From an optimization exercise on the open Yosys and OpenROAD flow, aimed at small area, a short achievable clock period and few clock cycles; shortcuts taken in it are not production practice.
At most, simulation tests tie the RTL to the original design; equivalence was not proved.
The clock port is modelled as an ideal driver; clocking choices that lean on that would not hold on a real chip.
Power is estimated from default activity; no workload was simulated.

==> flow/design.v (excerpt) <==
module round_robin_thread_scheduler
#(
  parameter int MAX_THREADS = 16
) (
  input  wire logic        clk_i,
  input  wire logic        rst_ni,
  input  wire logic        in_valid_i,
  output logic             in_stall_o,
  input  wire logic [2:0]  mode_i,
  input  wire logic [3:0]  thread_id_i,
  input  wire logic [15:0] sleep_quanta_i,
  output logic             out_valid_o,
  input  wire logic        out_stall_i,
  output logic [1:0]       status_o,
  output logic [31:0]      result_value_o,
  output logic [3:0]       running_thread_o,
  output logic             running_valid_o,
  output logic [31:0]      total_quanta_o
);
Size in the first run: about 3,600 cells after synthesis, ~1,100 flip-flops, ~100 I/O pins, ~0.048 mm² of cells after synthesis.
clock: 12.0 ns
lec_check: 0
cap_margin: 20
core_margin: 2
core_utilization: 60
place_density: 0.7
slew_margin: 20
tns_end_percent: 0
standard.sh (not shown) runs the stock make flow with config.mk's settings and CLKGATE_MAP_FILE= SYNTH_SCRIPT=/design/flow/synth_recipe.tcl, a recipe that flattens the netlist after the stock synthesis.
==> flow/flow/run.sh <==
#!/bin/bash
# Standard layout with a tighter setup repair target (the clock stays at the design's period),
# a clock tree of fewer buffers and no dummy loads, port buffers sized up before clock tree
# synthesis, and cells stepped down in size after it wherever the worst slack allows.
cp standard.sh standard_copy.txt
export SETUP_SLACK_MARGIN=${SETUP_SLACK_MARGIN_OVERRIDE:-9.0}
export CTS_ARGS="-sink_clustering_enable -repair_clock_nets -dont_use_dummy_load -sink_clustering_size 22 -sink_clustering_max_diameter 100 -buf_list {sky130_fd_sc_hd__clkbuf_16}"
export PRE_CTS_TCL=$PWD/flow/iobuf.tcl
export POST_CTS_TCL=$PWD/flow/downsize.tcl
bash standard.sh > standard.log 2>&1
Other scripts of this flow, unchanged in this note and not shown: flow/flow/downsize.tcl, flow/flow/iobuf.tcl
The baseline completed without violations.
Edit:
--- a/flow/flow/run.sh
+++ b/flow/flow/run.sh
@@ -6 +6 @@
-export SETUP_SLACK_MARGIN=${SETUP_SLACK_MARGIN_OVERRIDE:-9.0}
+export SETUP_SLACK_MARGIN=${SETUP_SLACK_MARGIN_OVERRIDE:-8.6}
After rerunning: The changed run produced a clean layout. Maximum frequency came out lower slightly. Wire length barely changes. Hold slack barely changes. Cell area hardly moves. Worst setup slack loses 0.019 ns. Count of clock-buffer cells in the layout does not change. Critical path depth came out higher by 2.
Edit:
--- a/flow/flow/run.sh
+++ b/flow/flow/run.sh
@@ -6 +6 @@
-export SETUP_SLACK_MARGIN=${SETUP_SLACK_MARGIN_OVERRIDE:-8.6}
+export SETUP_SLACK_MARGIN=${SETUP_SLACK_MARGIN_OVERRIDE:-9.3}
Result:
- The new run completed with no timing, DRC or antenna violations
- final area is about the same
- area after synthesis is unchanged
- worst setup slack improves by 0.019 ns
- power goes up by 0.39%
- first-iteration DRC count decreases by 0.44%
- die area stays the same
- wire length stays flat
- non-clock buffer count rises by 6
Edit:
--- a/flow/flow/run.sh
+++ b/flow/flow/run.sh
@@ -6 +6 @@
-export SETUP_SLACK_MARGIN=${SETUP_SLACK_MARGIN_OVERRIDE:-9.3}
+export SETUP_SLACK_MARGIN=${SETUP_SLACK_MARGIN_OVERRIDE:-8.8}
- via count stays the same
- clock skew is unchanged
- maximum frequency does not change
- worst setup slack stays the same
- clock power hardly moves
- final cell count does not change
- design area does not change
- routed wire length is unchanged
- synthesized cell count does not change
- power stays the same
No run of this note included a check of the RTL's function; only the layout flow was run.


Another version of the RTL of round_robin_thread_scheduler (not shown whole).
Size in the first run: roughly 100 I/O pins, roughly 48000 sq um of cells after synthesis.
clock: 12.0 ns
lec_check: 0
cap_margin: 20
core_margin: 2
core_utilization: 52
place_density: 0.62
slew_margin: 20
tns_end_percent: 5
==> flow/flow/run.sh <==
#!/bin/bash
# Standard layout with a tighter setup repair target (the clock stays at the design's period),
# a clock tree of fewer buffers and no dummy loads, port buffers sized up before clock tree
# synthesis, and cells stepped down in size after it wherever the worst slack allows.
cp standard.sh standard_copy.txt
export SETUP_SLACK_MARGIN=${SETUP_SLACK_MARGIN_OVERRIDE:-8.6}
export CTS_ARGS="-sink_clustering_enable -repair_clock_nets -dont_use_dummy_load -sink_clustering_size 22 -sink_clustering_max_diameter 100 -buf_list {sky130_fd_sc_hd__clkbuf_16}"
export PRE_CTS_TCL=$PWD/flow/iobuf.tcl
export POST_CTS_TCL=$PWD/flow/downsize.tcl
bash standard.sh > standard.log 2>&1
Other scripts of this flow, unchanged in this note and not shown: flow/flow/downsize.tcl, flow/flow/iobuf.tcl
Testbench counts at the start, summed over its fixed seeds: cycles 49,907.
Rerun with:
CAP_MARGIN = 40   (was 20)
SLEW_MARGIN = 50   (was 20)
TNS_END_PERCENT = 0   (was 5)
=> The new run produced a clean layout; non-clock buffer count came out lower by 39; final area came out lower by about 0.7%; wire length came out lower by about 0.8%; via count came out lower by about 0.6%; clock skew came out lower by 0.0049 ns; power came out lower by 3.2%; flip-flop and latch count stays the same; clock-buffer cell count came out higher by 1; combinational power came out lower by 11%.
Rerun with:
CAP_MARGIN = 20   (was 40)
SLEW_MARGIN = 20   (was 50)
Effect: The changed run went through all stages and came out clean. Clock-buffer cell count shrinks by 1. Routed wire length shrinks by 0.60%. Maximum frequency shrinks by 1.3%. Power shrinks by 0.59%.
Rerun with:
TNS_END_PERCENT = 20   (was 0)
Power goes up by 5.2%.
Cell count came out higher by 2.3%.
Via count grows by 2.7%.
Die area does not change.
Sequential share of layout area fell by 2.2 points.
Setup slack loses 0.0095 ns.
Flip-flop and latch count stays the same.
Area after synthesis does not change.
Clock-buffer cell count does not change.
Rerun with:
--- a/flow/flow/run.sh
+++ b/flow/flow/run.sh
@@ -4,5 +4,5 @@
 # synthesis, and cells stepped down in size after it wherever the worst slack allows.
 cp standard.sh standard_copy.txt
-export SETUP_SLACK_MARGIN=${SETUP_SLACK_MARGIN_OVERRIDE:-8.6}
+export SETUP_SLACK_MARGIN=${SETUP_SLACK_MARGIN_OVERRIDE:-8.4}
 export CTS_ARGS="-sink_clustering_enable -repair_clock_nets -dont_use_dummy_load -sink_clustering_size 22 -sink_clustering_max_diameter 100 -buf_list {sky130_fd_sc_hd__clkbuf_16}"
 export PRE_CTS_TCL=$PWD/flow/iobuf.tcl
CORE_UTILIZATION = 60   (was 52)
PLACE_DENSITY = 0.7   (was 0.62)
TNS_END_PERCENT = 0   (was 20)
What happened: Wire length came out lower by 6.1%. First-iteration DRC count came out lower by 1.9%. Synthesized cell count is unchanged. Cell area came out lower by 3.7%. Combinational power came out lower by 14%. Die area came out lower by 13%. Cell count came out lower by 4.9%.
Rerun with:
--- a/flow/flow/run.sh
+++ b/flow/flow/run.sh
@@ -4,5 +4,5 @@
 # synthesis, and cells stepped down in size after it wherever the worst slack allows.
 cp standard.sh standard_copy.txt
-export SETUP_SLACK_MARGIN=${SETUP_SLACK_MARGIN_OVERRIDE:-8.4}
+export SETUP_SLACK_MARGIN=${SETUP_SLACK_MARGIN_OVERRIDE:-8.6}
 export CTS_ARGS="-sink_clustering_enable -repair_clock_nets -dont_use_dummy_load -sink_clustering_size 22 -sink_clustering_max_diameter 100 -buf_list {sky130_fd_sc_hd__clkbuf_16}"
 export PRE_CTS_TCL=$PWD/flow/iobuf.tcl
CORE_UTILIZATION = 52   (was 60)
PLACE_DENSITY = 0.62   (was 0.7)
SLEW_MARGIN = 35   (was 20)
The changed run passed the timing, design-rule and antenna checks.
Via count shrinks by 0.37%.
Worst setup slack gains 0.14 ns.
Die area increases by 15%.
Routed wire length went up by 2.9%.
Worst hold slack improves by 0.023 ns.


Starting RTL as in the previous note.
Settings: LEC_CHECK=0, CAP_MARGIN=20, CORE_MARGIN=2, CORE_UTILIZATION=65, PLACE_DENSITY=0.75, SLEW_MARGIN=20, TNS_END_PERCENT=0; clock period 12.0 ns.
==> flow/flow/run.sh <==
#!/bin/bash
# Standard layout with a tighter setup repair target (the clock stays at the design's period),
# a clock tree of fewer buffers and no dummy loads, port buffers sized up before clock tree
# synthesis, and cells stepped down in size after it wherever the worst slack allows.
cp standard.sh standard_copy.txt
export SETUP_SLACK_MARGIN=${SETUP_SLACK_MARGIN_OVERRIDE:-8.6}
export CTS_ARGS="-sink_clustering_enable -repair_clock_nets -dont_use_dummy_load -sink_clustering_size 22 -sink_clustering_max_diameter 100 -buf_list {sky130_fd_sc_hd__clkbuf_16}"
export PRE_CTS_TCL=$PWD/flow/iobuf.tcl
export POST_CTS_TCL=$PWD/flow/downsize.tcl
bash standard.sh > standard.log 2>&1
Other scripts of this flow, unchanged in this note and not shown: flow/flow/downsize.tcl, flow/flow/iobuf.tcl
Testbench counts at the start, summed over its fixed seeds: cycles 49,907.
Edit:
- CORE_UTILIZATION: 65 -> 60
- PLACE_DENSITY: 0.75 -> 0.7
- SLEW_MARGIN: 20 -> 40
Result: The changed run ran to the end with no violations. Hold slack is worse by 0.012 ns. Setup slack gets better by 0.13 ns. Synthesized area does not change. Via count stays flat. Maximum frequency rises by a few percent. Final area climbs slightly.
Edit:
- CORE_UTILIZATION: 60 -> 52
- PLACE_DENSITY: 0.7 -> 0.62
- SLEW_MARGIN: 40 -> 30
=>
- total power decreases slightly
- clock skew barely changes
- core utilization falls by 9.3 points
- worst setup slack got worse by 0.062 ns
- sequential cell count stays the same
- die area increases by about a fifth
- worst hold slack improves by 0.0072 ns
- register-to-register slack degrades by 0.04 ns
- final area decreases slightly
- final cell count grows by a few percent
Edit:
- SLEW_MARGIN: 30 -> 40
Flip-flop and latch count is unchanged.
Clock-buffer cell count goes down by 1.
Core utilization goes up by 0.16 points.
Edit:
--- a/flow/flow/run.sh
+++ b/flow/flow/run.sh
@@ -8,3 +8,4 @@
 export PRE_CTS_TCL=$PWD/flow/iobuf.tcl
 export POST_CTS_TCL=$PWD/flow/downsize.tcl
+export REMOVE_ABC_BUFFERS=1
 bash standard.sh > standard.log 2>&1
- SLEW_MARGIN: 40 -> 20
Outcome: Sequential power barely changes. Flip-flop and latch count stays the same. Global-route usage shrinks by 0.17 points. Power rises slightly. Core utilization shrinks by 0.11 points. Critical path depth increases by 3. Worst hold slack got worse by 0.0067 ns. Wire length goes down slightly. Area after synthesis stays the same.

-- what the ideal ports hide --
How much do the figures lean on ideal ports? The routed layouts below were timed once more, with nothing changed but the port constraints.
Step 1: set_driving_cell puts a clkbuf_16 on clk_i and a buf_2 on each other input, an assumption about the parent block.
Step 2 times the ports against the registers' clock, not the clock port: input delays grow and output delays shrink by t, the midpoint of the rising clock arrivals with the driver on.
a / b / c = ideal / step 1 / step 2; a / b = the first two.
| run | t (ns) | setup WS [ns] | latest minus earliest clock arrival (ns) |
|---|---|---|---|
| the first run of note 1 | 0.708 | 8.223 / 8.196 / 7.601 | 0.074 / 0.073 |
| the second run of note 1 | 0.710 | 8.204 / 8.188 / 7.591 | 0.069 / 0.069 |
| the third run of note 1 | 0.708 | 8.223 / 8.196 / 7.601 | 0.074 / 0.073 |
| the fourth run of note 1 | 0.708 | 8.223 / 8.196 / 7.601 | 0.074 / 0.073 |
| the first run of note 2 | 0.713 | 8.179 / 8.179 / 7.489 | 0.068 / 0.069 |
| the second run of note 2 | 0.739 | 8.248 / 8.175 / 7.585 | 0.066 / 0.066 |
| the third run of note 2 | 0.712 | 8.199 / 8.199 / 7.503 | 0.063 / 0.063 |
| the fourth run of note 2 | 0.725 | 8.190 / 8.168 / 7.634 | 0.091 / 0.091 |
| the fifth run of note 2 | 0.701 | 8.135 / 8.135 / 7.562 | 0.081 / 0.081 |
| the sixth run of note 2 | 0.713 | 8.278 / 8.204 / 7.584 | 0.078 / 0.078 |
| the first run of note 3 | 0.719 | 8.210 / 8.210 / 7.578 | 0.044 / 0.044 |
| the second run of note 3 | 0.710 | 8.345 / 8.273 / 7.731 | 0.072 / 0.072 |
| the third run of note 3 | 0.728 | 8.282 / 8.211 / 7.547 | 0.075 / 0.075 |
| the fourth run of note 3 | 0.709 | 8.325 / 8.251 / 7.579 | 0.047 / 0.047 |
| the fifth run of note 3 | 0.719 | 8.226 / 8.176 / 7.582 | 0.090 / 0.089 |
After both steps every run listed still meets setup and hold. For the fourth run of note 3, which loses most, drivers alone change the setup slack by -0.074 ns; drivers and shift together by -0.746 ns.
